Source: an optimization exercise on an open RTL-to-GDS flow (aim: small area, a short achievable clock period and few clock cycles per item). Production flows keep margins and buffers that such runs may drop.
In this exercise RTL edits were held to simulation tests only and were not proved equivalent to the original.

==> inputs of v29 <==
==> flow/design.v <==
package tps_pkg;
  localparam int unsigned FREQ_W   = 24;
  localparam int unsigned PRESC_W  = 8;
  localparam int unsigned PERIOD_W = 16;
  localparam int unsigned MATCH_W  = 15;
  localparam int unsigned HZ_W     = 32;
  localparam int unsigned CFG_IDX_W  = 2;
  localparam int unsigned CFG_DATA_W = 32;
  localparam int unsigned X_W = 32;
  localparam int unsigned D_W = 24;
  localparam int unsigned ACT_W = 25;
  localparam logic [1:0] REG_CLOCK_HZ  = 2'd0;
  localparam logic [1:0] REG_PERIOD_LO = 2'd1;
  localparam logic [1:0] REG_PERIOD_HI = 2'd2;
  localparam logic [HZ_W-1:0]     CLOCK_HZ_RST  = 32'd80000000;
  localparam logic [PERIOD_W-1:0] PERIOD_LO_RST = 16'd50;
  localparam logic [PERIOD_W-1:0] PERIOD_HI_RST = 16'd65535;
endpackage
module tps_div (
  input  logic        clk,
  input  logic        rst,
  input  logic        ld,
  input  logic [31:0] ld_x,
  input  logic [23:0] ld_d,
  input  logic        ld_p1,
  input  logic        sh_wr,       
  input  logic [4:0]  sh_in,
  input  logic        none_in,
  input  logic [15:0] hi,
  input  logic [4:0]  bl_hi,
  input  logic [4:0]  bl_f,
  output logic        busy,
  output logic [31:0] quo,
  output logic [23:0] rem,
  output logic [23:0] dvs,
  output logic        nz,
  output logic        h16,
  output logic        gt
);
  logic [4:0] cnt;       
  logic       p1;
  logic [4:0] sh;
  logic       none;
  logic       lt;
  logic [3:0]  sh2;
  logic [55:0] aligned;
  logic [5:0]  steps;
  assign sh2     = sh[4:1];
  assign aligned = {24'd0, ld_x} << {sh2, 1'b0};
  assign steps   = 6'd32 - {1'b0, sh2, 1'b0};
  logic [24:0] rs1, rsa, rsb;
  logic [26:0] d1w, daw, dbw;
  logic        qa, qb, qba, qbb;
  logic [23:0] r2;
  assign rs1 = {rem, quo[31]};
  assign d1w = {1'b0, rs1, !p1} - {2'b0, dvs, 1'b1};
  assign qa  = !d1w[26];
  assign rsa = {d1w[24:1], quo[30]};
  assign rsb = {rs1[23:0], quo[30]};
  assign daw = {1'b0, rsa, !p1} - {2'b0, dvs, 1'b1};
  assign dbw = {1'b0, rsb, !p1} - {2'b0, dvs, 1'b1};
  assign qba = !daw[26];
  assign qbb = !dbw[26];
  assign qb  = qa ? qba : qbb;
  always_comb begin
    unique case ({qa, qb})
      2'b11:   r2 = daw[24:1];
      2'b10:   r2 = rsa[23:0];
      2'b01:   r2 = dbw[24:1];
      default: r2 = rsb[23:0];
    endcase
  end
  logic [49:0] hi_ext;
  logic        hba, hbb;
  assign hi_ext = {32'd0, hi, 2'b0} >> {cnt, 1'b0};
  assign hba    = hi_ext[1];
  assign hbb    = hi_ext[0];
  logic [5:0] blq;
  logic [5:0] nsh;
  assign blq = {cnt, 1'b0} - {5'd0, !qa};
  assign nsh = 6'd31 - {1'b0, bl_f} + {cnt, 1'b0} - {5'd0, !qa};
  logic gt1, lt1;
  always_comb begin
    gt1 = gt;
    lt1 = lt;
    if (!gt1 && !lt1) begin
      if (qa && !hba) gt1 = 1'b1;
      if (!qa && hba) lt1 = 1'b1;
    end
  end
  always_ff @(posedge clk) begin
    if (rst) begin
      cnt <= '0;
    end else if (ld) begin
      dvs <= ld_d;
      p1  <= ld_p1;
      nz  <= 1'b0;
      h16 <= 1'b0;
      gt  <= 1'b0;
      lt  <= ({1'b0, bl_hi} > steps);
      if (none) begin
        quo <= '0;
        cnt <= '0;
      end else begin
        rem <= aligned[55:32];
        quo <= aligned[31:0];
        cnt <= steps[5:1];
      end
    end else if (cnt != 0) begin
      cnt <= cnt - 5'd1;
      rem <= r2;
      quo <= {quo[29:0], qa, qb};
      nz  <= nz | qa | qb;
      if ((qa || qb) && cnt > 5'd8) h16 <= 1'b1;
      gt <= gt1;
      lt <= lt1;
      if (!gt1 && !lt1) begin
        if (qb && !hbb) gt <= 1'b1;
        if (!qb && hbb) lt <= 1'b1;
      end
      if ((qa || qb) && !nz) begin
        sh   <= nsh[4:0];
        none <= (blq > {1'b0, bl_f});
      end
    end
    if (sh_wr) begin
      sh   <= sh_in;
      none <= none_in;
    end
  end
  assign busy = (cnt != 0);
endmodule
module tone_prescaler_period_search_unit (
  input  logic                           clk,
  input  logic                           rst,
  input  logic                           wr_en,
  input  logic [tps_pkg::CFG_IDX_W-1:0]  wr_index,
  input  logic [tps_pkg::CFG_DATA_W-1:0] wr_data,
  input  logic                           req_valid,
  output logic                           req_ready,
  input  logic [tps_pkg::FREQ_W-1:0]     req_frequency,
  output logic                           rsp_valid,
  input  logic                           rsp_ready,
  output logic [tps_pkg::PRESC_W-1:0]    rsp_prescaler,
  output logic [tps_pkg::PERIOD_W-1:0]   rsp_period,
  output logic [tps_pkg::MATCH_W-1:0]    rsp_match,
  output logic [tps_pkg::HZ_W-1:0]       rsp_achieved_hz,
  output logic                           rsp_clamped,
  output logic                           rsp_silent
);
  localparam int unsigned ACT_W = tps_pkg::ACT_W;
  typedef enum logic [2:0] {
    S_IDLE, S_LOAD, S_WAIT, S_PREP, S_FIN, S_END
  } state_t;
  typedef enum logic [2:0] {
    J_C,      
    J_K,      
    J_PK,     
    J_PCLK,   
    J_PER,    
    J_ERR     
  } job_t;
  state_t state;
  job_t   job;
  logic [31:0] clock_hz;
  logic [15:0] period_lo;
  logic [15:0] period_hi;
  logic [23:0] freq;
  logic [4:0]  bl_f;
  logic [5:0]  bl_c;     
  logic [4:0]  bl_hi;
  logic [7:0]  p_cnt;
  logic        nofit;    
  logic        clamp;    
  logic        sil;      
  logic [ACT_W-1:0] act_q;
  function automatic logic [5:0] msb32(input logic [31:0] v);
    logic [15:0] n1; logic        p1 [16];
    logic [7:0]  n2; logic [1:0]  p2 [8];
    logic [3:0]  n3; logic [2:0]  p3 [4];
    logic [1:0]  n4; logic [3:0]  p4 [2];
    for (int i = 0; i < 16; i++) begin
      n1[i] = v[2*i+1] | v[2*i];
      p1[i] = v[2*i+1];
    end
    for (int i = 0; i < 8; i++) begin
      n2[i] = n1[2*i+1] | n1[2*i];
      p2[i] = n1[2*i+1] ? {1'b1, p1[2*i+1]} : {1'b0, p1[2*i]};
    end
    for (int i = 0; i < 4; i++) begin
      n3[i] = n2[2*i+1] | n2[2*i];
      p3[i] = n2[2*i+1] ? {1'b1, p2[2*i+1]} : {1'b0, p2[2*i]};
    end
    for (int i = 0; i < 2; i++) begin
      n4[i] = n3[2*i+1] | n3[2*i];
      p4[i] = n3[2*i+1] ? {1'b1, p3[2*i+1]} : {1'b0, p3[2*i]};
    end
    msb32 = {n4[1] | n4[0], n4[1] ? {1'b1, p4[1]} : {1'b0, p4[0]}};
  endfunction
  function automatic logic [5:0] bitlen32(input logic [31:0] v);
    logic [5:0] m;
    m = msb32(v);
    bitlen32 = m[5] ? {1'b0, m[4:0]} + 6'd1 : 6'd0;
  endfunction
  logic        div_ld;
  logic [31:0] div_x;
  logic [23:0] div_d;
  logic        div_p1;
  logic        sh_wr;
  logic [4:0]  sh_in;
  logic        none_in;
  logic        div_busy;
  logic [31:0] quo;
  logic [23:0] rem;
  logic [23:0] dvs;
  logic        q_nz;
  logic        q_h16;
  logic        q_gt;
  tps_div u_div (
    .clk     (clk),
    .rst     (rst),
    .ld      (div_ld),
    .ld_x    (div_x),
    .ld_d    (div_d),
    .ld_p1   (div_p1),
    .sh_wr   (sh_wr),
    .sh_in   (sh_in),
    .none_in (none_in),
    .hi      (period_hi),
    .bl_hi   (bl_hi),
    .bl_f    (bl_f),
    .busy    (div_busy),
    .quo     (quo),
    .rem     (rem),
    .dvs     (dvs),
    .nz      (q_nz),
    .h16     (q_h16),
    .gt      (q_gt)
  );
  logic out_free;
  logic accept;
  logic fin_go;      
  logic q0_main;     
  logic per_lo;      
  logic per_ge_f;    
  assign out_free = !rsp_valid || rsp_ready;
  assign fin_go   = (state == S_FIN) && (sil || clamp || !div_busy);
  assign req_ready = (state == S_IDLE) || (fin_go && !rsp_valid);
  assign accept   = req_valid && req_ready;
  assign q0_main  = !q_gt || nofit;
  assign per_lo   = !q_nz || (quo[15:0] < period_lo);
  assign per_ge_f = (freq[23:16] == '0) && (quo[15:0] >= freq[15:0]);
  assign rsp_match = rsp_period[15:1];
  assign rsp_achieved_hz = {7'd0, act_q};
  always_comb begin
    div_x  = clock_hz;
    div_d  = freq;
    div_p1 = 1'b0;
    if (state == S_WAIT && job == J_C) begin
      div_x = {8'd0, rem};
      div_d = quo[23:0];
    end else if (state == S_PREP || state == S_LOAD) begin
      unique case (job)
        J_K:    begin div_x = quo; div_d = {8'd0, period_hi}; div_p1 = 1'b1; end
        J_PK:   begin div_x = {8'd0, act_q[23:0]}; div_d = {16'd0, p_cnt}; div_p1 = 1'b1; end
        J_PCLK: begin div_d = {16'd0, p_cnt}; div_p1 = 1'b1; end
        J_PER:  begin div_x = quo; end
        J_ERR:  begin div_x = {8'd0, rem}; div_d = {8'd0, quo[15:0]}; end
        default: ;
      endcase
    end
  end
  logic [5:0] m_rq;
  logic [5:0] m_c;
  logic [4:0] sh_acc;
  logic       none_acc;
  assign m_rq     = msb32({8'd0, req_frequency});
  assign m_c      = msb32(clock_hz);
  assign sh_acc   = ~m_c[4:0] + m_rq[4:0];
  assign none_acc = !m_c[5] || (m_rq[4:0] > m_c[4:0]);
  logic [6:0] s_prep;
  always_comb begin
    unique case (job)
      J_K:     s_prep = {1'b0, bl_c} - {2'b0, bl_f} - {2'b0, bl_hi} + 7'd2;
      J_PK,
      J_PER:   s_prep = {2'b0, bl_hi};
      J_PCLK:  s_prep = {1'b0, bl_c};
      default: s_prep = {1'b0, bl_c} - {2'b0, bl_f} + 7'd1;
    endcase
  end
  always_comb begin
    sh_wr   = 1'b0;
    sh_in   = sh_acc;
    none_in = none_acc;
    if (state == S_PREP) begin
      sh_wr   = (job != J_ERR);
      sh_in   = s_prep[5] ? 5'd0 : 5'(7'd32 - s_prep);
      none_in = s_prep[6] || (s_prep == 7'd0);
    end else if (req_ready) begin
      sh_wr = 1'b1;
    end
  end
  assign div_ld = (state == S_LOAD) ||
                  (state == S_WAIT && job == J_C && !div_busy && q_nz && q0_main && !q_h16);
  always_ff @(posedge clk) begin
    if (rst) begin
      clock_hz  <= tps_pkg::CLOCK_HZ_RST;
      period_lo <= tps_pkg::PERIOD_LO_RST;
      period_hi <= tps_pkg::PERIOD_HI_RST;
    end else if (wr_en) begin
      case (wr_index)
        tps_pkg::REG_CLOCK_HZ:  clock_hz  <= wr_data;
        tps_pkg::REG_PERIOD_LO: period_lo <= wr_data[15:0];
        tps_pkg::REG_PERIOD_HI: period_hi <= wr_data[15:0];
        default: ;
      endcase
    end
  end
  logic [ACT_W-1:0] add_b;
  logic [ACT_W-1:0] act;
  assign add_b = (state == S_END) ? act_q : ((state == S_FIN && !clamp) ? ACT_W'(quo) : '0);
  assign act   = {1'b0, freq} + add_b;
  always_ff @(posedge clk) begin
    if (rst) begin
      state     <= S_IDLE;
      rsp_valid <= 1'b0;
    end else begin
      if (rsp_valid && rsp_ready) rsp_valid <= 1'b0;
      bl_c  <= bitlen32(clock_hz);
      bl_hi <= 5'(bitlen32({16'd0, period_hi}));
      if (req_ready) begin
        freq  <= req_frequency;
        bl_f  <= m_rq[4:0] + 5'd1;
        nofit <= 1'b0;
        job   <= J_C;
        sil   <= (req_frequency == '0);
      end
      unique case (state)
        S_IDLE: if (accept) state <= (req_frequency == '0) ? S_FIN : S_LOAD;
        S_LOAD: state <= S_WAIT;
        S_PREP: state <= S_LOAD;
        S_FIN: begin
          if (fin_go && out_free) begin
            rsp_valid     <= 1'b1;
            rsp_prescaler <= '0;
            rsp_period    <= sil ? 16'd0 : (clamp ? 16'hFFFF : dvs[15:0]);
            rsp_clamped   <= !sil && clamp;
            rsp_silent    <= sil;
            act_q         <= sil ? '0 : act;
            state         <= !accept ? S_IDLE :
                             (req_frequency == '0) ? S_FIN : S_LOAD;
          end
        end
        S_END: begin
          if (act_q == '1) begin
            nofit <= 1'b1;
            job   <= J_C;
            state <= S_PREP;
          end else begin
            rsp_valid   <= 1'b1;
            rsp_clamped <= 1'b0;
            rsp_silent  <= 1'b0;
            act_q       <= act;
            state       <= S_IDLE;
          end
        end
        S_WAIT: begin
          if (!div_busy) begin
            unique case (job)
              J_C: begin
                clamp <= q_h16;
                if (!q_nz) begin
                  sil   <= 1'b1;
                  state <= S_FIN;
                end else if (q0_main) begin
                  state <= S_FIN;
                end else if (quo[31:24] != '0) begin
                  nofit <= 1'b1;
                  state <= S_PREP;
                end else if (out_free) begin
                  act_q <= quo[24:0];
                  job   <= J_K;
                  state <= S_PREP;
                end
              end
              J_K: begin
                if (quo[31:8] != '0) begin
                  nofit <= 1'b1;
                  job   <= J_C;
                end else begin
                  p_cnt <= quo[7:0];
                  job   <= J_PK;
                end
                state <= S_PREP;
              end
              J_PK: begin
                if (per_lo) begin
                  nofit <= 1'b1;
                  job   <= J_C;
                  state <= S_PREP;
                end else if (per_ge_f) begin
                  rsp_valid     <= 1'b1;
                  rsp_prescaler <= p_cnt;
                  rsp_period    <= quo[15:0];
                  rsp_clamped   <= 1'b0;
                  rsp_silent    <= 1'b0;
                  act_q         <= {1'b0, freq};
                  state         <= S_IDLE;
                end else begin
                  act_q <= '1;
                  job   <= J_PCLK;
                  state <= S_PREP;
                end
              end
              J_PCLK: begin
                job   <= J_PER;
                state <= S_PREP;
              end
              J_PER: begin
                if (per_lo) begin
                  state <= S_END;
                end else begin
                  job   <= J_ERR;
                  state <= S_PREP;
                end
              end
              J_ERR: begin
                if (ACT_W'(quo) < act_q) begin
                  act_q         <= ACT_W'(quo);
                  rsp_period    <= dvs[15:0];
                  rsp_prescaler <= p_cnt;
                end
                if (!q_nz || p_cnt == 8'd255) begin
                  state <= S_END;
                end else begin
                  p_cnt <= p_cnt + 8'd1;
                  job   <= J_PCLK;
                  state <= S_PREP;
                end
              end
              default: state <= S_IDLE;
            endcase
          end
        end
        default: state <= S_IDLE;
      endcase
    end
  end
endmodule
==> flow/run.sh <==
#!/bin/bash
# synth_recipe.tcl (not shown) runs the flow's synth.tcl, then flattens the netlist and writes it again
# the make line also repeats each setting of config.mk as NAME=value (left out here)
make -C /OpenROAD-flow-scripts/flow DESIGN_CONFIG=/design/flow/config.mk WORK_HOME=/design/flow/orfs CLKGATE_MAP_FILE= SYNTH_SCRIPT=/design/flow/synth_recipe.tcl finish
==> flow/config.mk <==
export PLATFORM = sky130hd
export DESIGN_NAME = tone_prescaler_period_search_unit
export DESIGN_NICKNAME = tone_prescaler_period_search_unit
export VERILOG_FILES = /design/flow/design.v
export SDC_FILE = /design/flow/constraint.sdc
export NUM_CORES = 4
export LEC_CHECK = 0
export ABC_CLOCK_PERIOD_IN_PS = 4000
export CAP_MARGIN = 20
export CORE_MARGIN = 2
export CORE_UTILIZATION = 40
export SETUP_SLACK_MARGIN = 2.5
export SLEW_MARGIN = 20
==> flow/constraint.sdc <==
create_clock -name core_clock -period 7.0 [get_ports {clk}]
set_input_delay 1.4000 -clock core_clock [delete_from_list [all_inputs] [get_ports {clk}]]
set_output_delay 1.4000 -clock core_clock [all_outputs]
set_load 0.01 [all_outputs]
==> inputs of v20, as changes to v29 <==
--- a/flow/design.v
+++ b/flow/design.v
@@ -31,4 +31,6 @@
   input  logic [4:0]  bl_f,
   output logic        busy,
+  output logic        last,        
+  output logic [31:0] quo_next,    
   output logic [31:0] quo,
   output logic [23:0] rem,
@@ -110,5 +112,5 @@
       cnt <= cnt - 5'd1;
       rem <= r2;
-      quo <= {quo[29:0], qa, qb};
+      quo <= quo_next;
       nz  <= nz | qa | qb;
       if ((qa || qb) && cnt > 5'd8) h16 <= 1'b1;
@@ -129,5 +131,7 @@
     end
   end
-  assign busy = (cnt != 0);
+  assign busy     = (cnt != 0);
+  assign last     = (cnt == 5'd1);
+  assign quo_next = {quo[29:0], qa, qb};
 endmodule
 module tone_prescaler_period_search_unit (
@@ -168,11 +172,10 @@
   logic [23:0] freq;
   logic [4:0]  bl_f;
-  logic [5:0]  bl_c;     
-  logic [4:0]  bl_hi;
   logic [7:0]  p_cnt;
   logic        nofit;    
   logic        clamp;    
   logic        sil;      
-  logic [ACT_W-1:0] act_q;
+  logic [23:0] f_q;
+  logic [23:0] err_q;
   function automatic logic [5:0] msb32(input logic [31:0] v);
     logic [15:0] n1; logic        p1 [16];
@@ -203,4 +206,8 @@
     bitlen32 = m[5] ? {1'b0, m[4:0]} + 6'd1 : 6'd0;
   endfunction
+  logic [5:0] bl_c;
+  logic [4:0] bl_hi;
+  assign bl_c  = bitlen32(clock_hz);
+  assign bl_hi = 5'(bitlen32({16'd0, period_hi}));
   logic        div_ld;
   logic [31:0] div_x;
@@ -211,4 +218,6 @@
   logic        none_in;
   logic        div_busy;
+  logic        div_last;
+  logic [31:0] quo_next;
   logic [31:0] quo;
   logic [23:0] rem;
@@ -231,4 +240,6 @@
     .bl_f    (bl_f),
     .busy    (div_busy),
+    .last    (div_last),
+    .quo_next(quo_next),
     .quo     (quo),
     .rem     (rem),
@@ -245,5 +256,5 @@
   logic per_ge_f;    
   assign out_free = !rsp_valid || rsp_ready;
-  assign fin_go   = (state == S_FIN) && (sil || clamp || !div_busy);
+  assign fin_go   = (state == S_FIN) && (sil || clamp || !div_busy || div_last);
   assign req_ready = (state == S_IDLE) || (fin_go && !rsp_valid);
   assign accept   = req_valid && req_ready;
@@ -252,5 +263,5 @@
   assign per_ge_f = (freq[23:16] == '0) && (quo[15:0] >= freq[15:0]);
   assign rsp_match = rsp_period[15:1];
-  assign rsp_achieved_hz = {7'd0, act_q};
+  assign rsp_achieved_hz = {7'd0, {1'b0, f_q} + {1'b0, err_q}};
   always_comb begin
     div_x  = clock_hz;
@@ -263,5 +274,5 @@
       unique case (job)
         J_K:    begin div_x = quo; div_d = {8'd0, period_hi}; div_p1 = 1'b1; end
-        J_PK:   begin div_x = {8'd0, act_q[23:0]}; div_d = {16'd0, p_cnt}; div_p1 = 1'b1; end
+        J_PK:   begin div_x = {8'd0, err_q}; div_d = {16'd0, p_cnt}; div_p1 = 1'b1; end
         J_PCLK: begin div_d = {16'd0, p_cnt}; div_p1 = 1'b1; end
         J_PER:  begin div_x = quo; end
@@ -317,8 +328,4 @@
     end
   end
-  logic [ACT_W-1:0] add_b;
-  logic [ACT_W-1:0] act;
-  assign add_b = (state == S_END) ? act_q : ((state == S_FIN && !clamp) ? ACT_W'(quo) : '0);
-  assign act   = {1'b0, freq} + add_b;
   always_ff @(posedge clk) begin
     if (rst) begin
@@ -327,6 +334,4 @@
     end else begin
       if (rsp_valid && rsp_ready) rsp_valid <= 1'b0;
-      bl_c  <= bitlen32(clock_hz);
-      bl_hi <= 5'(bitlen32({16'd0, period_hi}));
       if (req_ready) begin
         freq  <= req_frequency;
@@ -347,5 +352,6 @@
             rsp_clamped   <= !sil && clamp;
             rsp_silent    <= sil;
-            act_q         <= sil ? '0 : act;
+            f_q           <= sil ? '0 : freq;
+            err_q         <= (sil || clamp) ? '0 : (div_busy ? quo_next[23:0] : quo[23:0]);
             state         <= !accept ? S_IDLE :
                              (req_frequency == '0) ? S_FIN : S_LOAD;
@@ -353,5 +359,5 @@
         end
         S_END: begin
-          if (act_q == '1) begin
+          if (err_q == '1) begin
             nofit <= 1'b1;
             job   <= J_C;
@@ -361,5 +367,5 @@
             rsp_clamped <= 1'b0;
             rsp_silent  <= 1'b0;
-            act_q       <= act;
+            f_q         <= freq;
             state       <= S_IDLE;
           end
@@ -379,5 +385,5 @@
                   state <= S_PREP;
                 end else if (out_free) begin
-                  act_q <= quo[24:0];
+                  err_q <= quo[23:0];
                   job   <= J_K;
                   state <= S_PREP;
@@ -405,8 +411,9 @@
                   rsp_clamped   <= 1'b0;
                   rsp_silent    <= 1'b0;
-                  act_q         <= {1'b0, freq};
+                  f_q           <= freq;
+                  err_q         <= '0;
                   state         <= S_IDLE;
                 end else begin
-                  act_q <= '1;
+                  err_q <= '1;
                   job   <= J_PCLK;
                   state <= S_PREP;
@@ -426,6 +433,6 @@
               end
               J_ERR: begin
-                if (ACT_W'(quo) < act_q) begin
-                  act_q         <= ACT_W'(quo);
+                if (quo[23:0] < err_q) begin
+                  err_q         <= quo[23:0];
                   rsp_period    <= dvs[15:0];
                   rsp_prescaler <= p_cnt;
==> inputs of v9, as changes to v29 <==
--- a/flow/design.v
+++ b/flow/design.v
@@ -31,4 +31,6 @@
   input  logic [4:0]  bl_f,
   output logic        busy,
+  output logic        last,        
+  output logic [31:0] quo_next,    
   output logic [31:0] quo,
   output logic [23:0] rem,
@@ -110,5 +112,5 @@
       cnt <= cnt - 5'd1;
       rem <= r2;
-      quo <= {quo[29:0], qa, qb};
+      quo <= quo_next;
       nz  <= nz | qa | qb;
       if ((qa || qb) && cnt > 5'd8) h16 <= 1'b1;
@@ -129,5 +131,7 @@
     end
   end
-  assign busy = (cnt != 0);
+  assign busy     = (cnt != 0);
+  assign last     = (cnt == 5'd1);
+  assign quo_next = {quo[29:0], qa, qb};
 endmodule
 module tone_prescaler_period_search_unit (
@@ -168,11 +172,10 @@
   logic [23:0] freq;
   logic [4:0]  bl_f;
-  logic [5:0]  bl_c;     
-  logic [4:0]  bl_hi;
   logic [7:0]  p_cnt;
   logic        nofit;    
   logic        clamp;    
   logic        sil;      
-  logic [ACT_W-1:0] act_q;
+  logic [23:0] f_q;
+  logic [23:0] err_q;
   function automatic logic [5:0] msb32(input logic [31:0] v);
     logic [15:0] n1; logic        p1 [16];
@@ -203,4 +206,8 @@
     bitlen32 = m[5] ? {1'b0, m[4:0]} + 6'd1 : 6'd0;
   endfunction
+  logic [5:0] bl_c;
+  logic [4:0] bl_hi;
+  assign bl_c  = bitlen32(clock_hz);
+  assign bl_hi = 5'(bitlen32({16'd0, period_hi}));
   logic        div_ld;
   logic [31:0] div_x;
@@ -211,4 +218,6 @@
   logic        none_in;
   logic        div_busy;
+  logic        div_last;
+  logic [31:0] quo_next;
   logic [31:0] quo;
   logic [23:0] rem;
@@ -231,4 +240,6 @@
     .bl_f    (bl_f),
     .busy    (div_busy),
+    .last    (div_last),
+    .quo_next(quo_next),
     .quo     (quo),
     .rem     (rem),
@@ -245,5 +256,5 @@
   logic per_ge_f;    
   assign out_free = !rsp_valid || rsp_ready;
-  assign fin_go   = (state == S_FIN) && (sil || clamp || !div_busy);
+  assign fin_go   = (state == S_FIN) && (sil || clamp || !div_busy || div_last);
   assign req_ready = (state == S_IDLE) || (fin_go && !rsp_valid);
   assign accept   = req_valid && req_ready;
@@ -252,5 +263,5 @@
   assign per_ge_f = (freq[23:16] == '0) && (quo[15:0] >= freq[15:0]);
   assign rsp_match = rsp_period[15:1];
-  assign rsp_achieved_hz = {7'd0, act_q};
+  assign rsp_achieved_hz = {7'd0, {1'b0, f_q} + {1'b0, err_q}};
   always_comb begin
     div_x  = clock_hz;
@@ -263,5 +274,5 @@
       unique case (job)
         J_K:    begin div_x = quo; div_d = {8'd0, period_hi}; div_p1 = 1'b1; end
-        J_PK:   begin div_x = {8'd0, act_q[23:0]}; div_d = {16'd0, p_cnt}; div_p1 = 1'b1; end
+        J_PK:   begin div_x = {8'd0, err_q}; div_d = {16'd0, p_cnt}; div_p1 = 1'b1; end
         J_PCLK: begin div_d = {16'd0, p_cnt}; div_p1 = 1'b1; end
         J_PER:  begin div_x = quo; end
@@ -317,8 +328,4 @@
     end
   end
-  logic [ACT_W-1:0] add_b;
-  logic [ACT_W-1:0] act;
-  assign add_b = (state == S_END) ? act_q : ((state == S_FIN && !clamp) ? ACT_W'(quo) : '0);
-  assign act   = {1'b0, freq} + add_b;
   always_ff @(posedge clk) begin
     if (rst) begin
@@ -327,6 +334,4 @@
     end else begin
       if (rsp_valid && rsp_ready) rsp_valid <= 1'b0;
-      bl_c  <= bitlen32(clock_hz);
-      bl_hi <= 5'(bitlen32({16'd0, period_hi}));
       if (req_ready) begin
         freq  <= req_frequency;
@@ -347,5 +352,6 @@
             rsp_clamped   <= !sil && clamp;
             rsp_silent    <= sil;
-            act_q         <= sil ? '0 : act;
+            f_q           <= sil ? '0 : freq;
+            err_q         <= (sil || clamp) ? '0 : (div_busy ? quo_next[23:0] : quo[23:0]);
             state         <= !accept ? S_IDLE :
                              (req_frequency == '0) ? S_FIN : S_LOAD;
@@ -353,5 +359,5 @@
         end
         S_END: begin
-          if (act_q == '1) begin
+          if (err_q == '1) begin
             nofit <= 1'b1;
             job   <= J_C;
@@ -361,5 +367,5 @@
             rsp_clamped <= 1'b0;
             rsp_silent  <= 1'b0;
-            act_q       <= act;
+            f_q         <= freq;
             state       <= S_IDLE;
           end
@@ -379,5 +385,5 @@
                   state <= S_PREP;
                 end else if (out_free) begin
-                  act_q <= quo[24:0];
+                  err_q <= quo[23:0];
                   job   <= J_K;
                   state <= S_PREP;
@@ -405,8 +411,9 @@
                   rsp_clamped   <= 1'b0;
                   rsp_silent    <= 1'b0;
-                  act_q         <= {1'b0, freq};
+                  f_q           <= freq;
+                  err_q         <= '0;
                   state         <= S_IDLE;
                 end else begin
-                  act_q <= '1;
+                  err_q <= '1;
                   job   <= J_PCLK;
                   state <= S_PREP;
@@ -426,6 +433,6 @@
               end
               J_ERR: begin
-                if (ACT_W'(quo) < act_q) begin
-                  act_q         <= ACT_W'(quo);
+                if (quo[23:0] < err_q) begin
+                  err_q         <= quo[23:0];
                   rsp_period    <= dvs[15:0];
                   rsp_prescaler <= p_cnt;
- CORE_UTILIZATION: 40 -> 30
==> inputs of v8, as changes to v29 <==
--- a/flow/design.v
+++ b/flow/design.v
@@ -49,26 +49,16 @@
   assign aligned = {24'd0, ld_x} << {sh2, 1'b0};
   assign steps   = 6'd32 - {1'b0, sh2, 1'b0};
-  logic [24:0] rs1, rsa, rsb;
-  logic [26:0] d1w, daw, dbw;
-  logic        qa, qb, qba, qbb;
-  logic [23:0] r2;
+  logic [24:0] rs1, rs2;
+  logic [26:0] d1w, d2w;
+  logic        qa, qb;
+  logic [23:0] r1, r2;
   assign rs1 = {rem, quo[31]};
   assign d1w = {1'b0, rs1, !p1} - {2'b0, dvs, 1'b1};
   assign qa  = !d1w[26];
-  assign rsa = {d1w[24:1], quo[30]};
-  assign rsb = {rs1[23:0], quo[30]};
-  assign daw = {1'b0, rsa, !p1} - {2'b0, dvs, 1'b1};
-  assign dbw = {1'b0, rsb, !p1} - {2'b0, dvs, 1'b1};
-  assign qba = !daw[26];
-  assign qbb = !dbw[26];
-  assign qb  = qa ? qba : qbb;
-  always_comb begin
-    unique case ({qa, qb})
-      2'b11:   r2 = daw[24:1];
-      2'b10:   r2 = rsa[23:0];
-      2'b01:   r2 = dbw[24:1];
-      default: r2 = rsb[23:0];
-    endcase
-  end
+  assign r1  = qa ? d1w[24:1] : rs1[23:0];
+  assign rs2 = {r1, quo[30]};
+  assign d2w = {1'b0, rs2, !p1} - {2'b0, dvs, 1'b1};
+  assign qb  = !d2w[26];
+  assign r2  = qb ? d2w[24:1] : rs2[23:0];
   logic [49:0] hi_ext;
   logic        hba, hbb;
- ABC_CLOCK_PERIOD_IN_PS: 4000 -> 3000
- SETUP_SLACK_MARGIN: 2.5 -> 4.0
==> flow_metrics.env <==
export IMPL_hold_depth=0
export IMPL_p_seq_frac=0.193
export IMPL_dr_total_vias=23000
export IMPL_p_int_uw=7900
export IMPL_run_status="timing/DRC/antenna clean"
The numbers above come from v9.

==> flow_metrics.env <==
export IMPL_final_area_sq_mm=0.0312
export IMPL_dr_total_vias=24200
export IMPL_run_status="timing/DRC/antenna clean"
export IMPL_p_seq_frac=0.165
export IMPL_cp_max_fo=5
export IMPL_p_int_uw=9500
The numbers above come from v8.

==> flow_metrics.env <==
export IMPL_run_status="timing/DRC/antenna clean"
export IMPL_synth_top_cells_by_area="edfxtp_1 27%, ha_1 11%, dfxtp_1 6.3%"
export IMPL_p_int_uw=8240
export IMPL_irDropWorstVdd_mv=0.430
export IMPL_post_dp_cell_area_sq_mm=0.0254
export IMPL_dr_total_vias=23400
export IMPL_grt_max_degree=52
export IMPL_signal_buffers=278
The numbers above come from v20.

==> flow_metrics.env <==
export IMPL_run_status="timing/DRC/antenna clean"
export IMPL_p_seq_frac=0.191
export IMPL_hold_depth=2
export IMPL_dr_total_vias=23700
export IMPL_p_int_uw=8120
The numbers above come from v29.

Testbench counts of v29, summed over its fixed seeds: cycles 7,632, items 576.
Testbench counts of v20, summed over its fixed seeds: cycles 7,212, items 576.
Testbench counts of v9, summed over its fixed seeds: cycles 7,212, items 576.
Testbench counts of v8, summed over its fixed seeds: cycles 7,632, items 576.

[what the ideal ports hide]
Ports are ideal in the flow. The routed layouts listed here were re-timed in OpenROAD.
Step 1 (the two cells are an assumption about what drives the block):
set clk [get_ports {clk}]
set_driving_cell -lib_cell sky130_fd_sc_hd__clkbuf_16 $clk
set_driving_cell -lib_cell sky130_fd_sc_hd__buf_2 [delete_from_list [all_inputs] $clk]
Step 2, shift: input delay + t, output delay - t, t = (earliest + latest rising clock arrival at the registers) / 2. This alone moves slack from input paths to output paths.
Three values: no drivers, after step 1, after step 2; two values: the first two.
| run | shift t [ns] | setup WS [ns] | latest minus earliest clock arrival (ns) | slew at the worst register clock pin (ns) |
|---|---|---|---|---|
| v29 | 0.622 | 2.172 / 2.172 / 2.028 | 0.024 / 0.024 | 0.07 / 0.07 |
| v20 | 0.609 | 1.924 / 1.886 / 1.794 | 0.023 / 0.023 | 0.07 / 0.07 |
| v9 | 0.635 | 1.970 / 1.970 / 1.824 | 0.042 / 0.042 | 0.07 / 0.07 |
| v8 | 0.622 | 1.746 / 1.746 / 1.746 | 0.024 / 0.024 | 0.06 / 0.06 |
After both steps every run listed still meets setup and hold. The setup slack of v9, which loses most, moves by 0.000 ns with the drivers and by -0.146 ns with both steps.
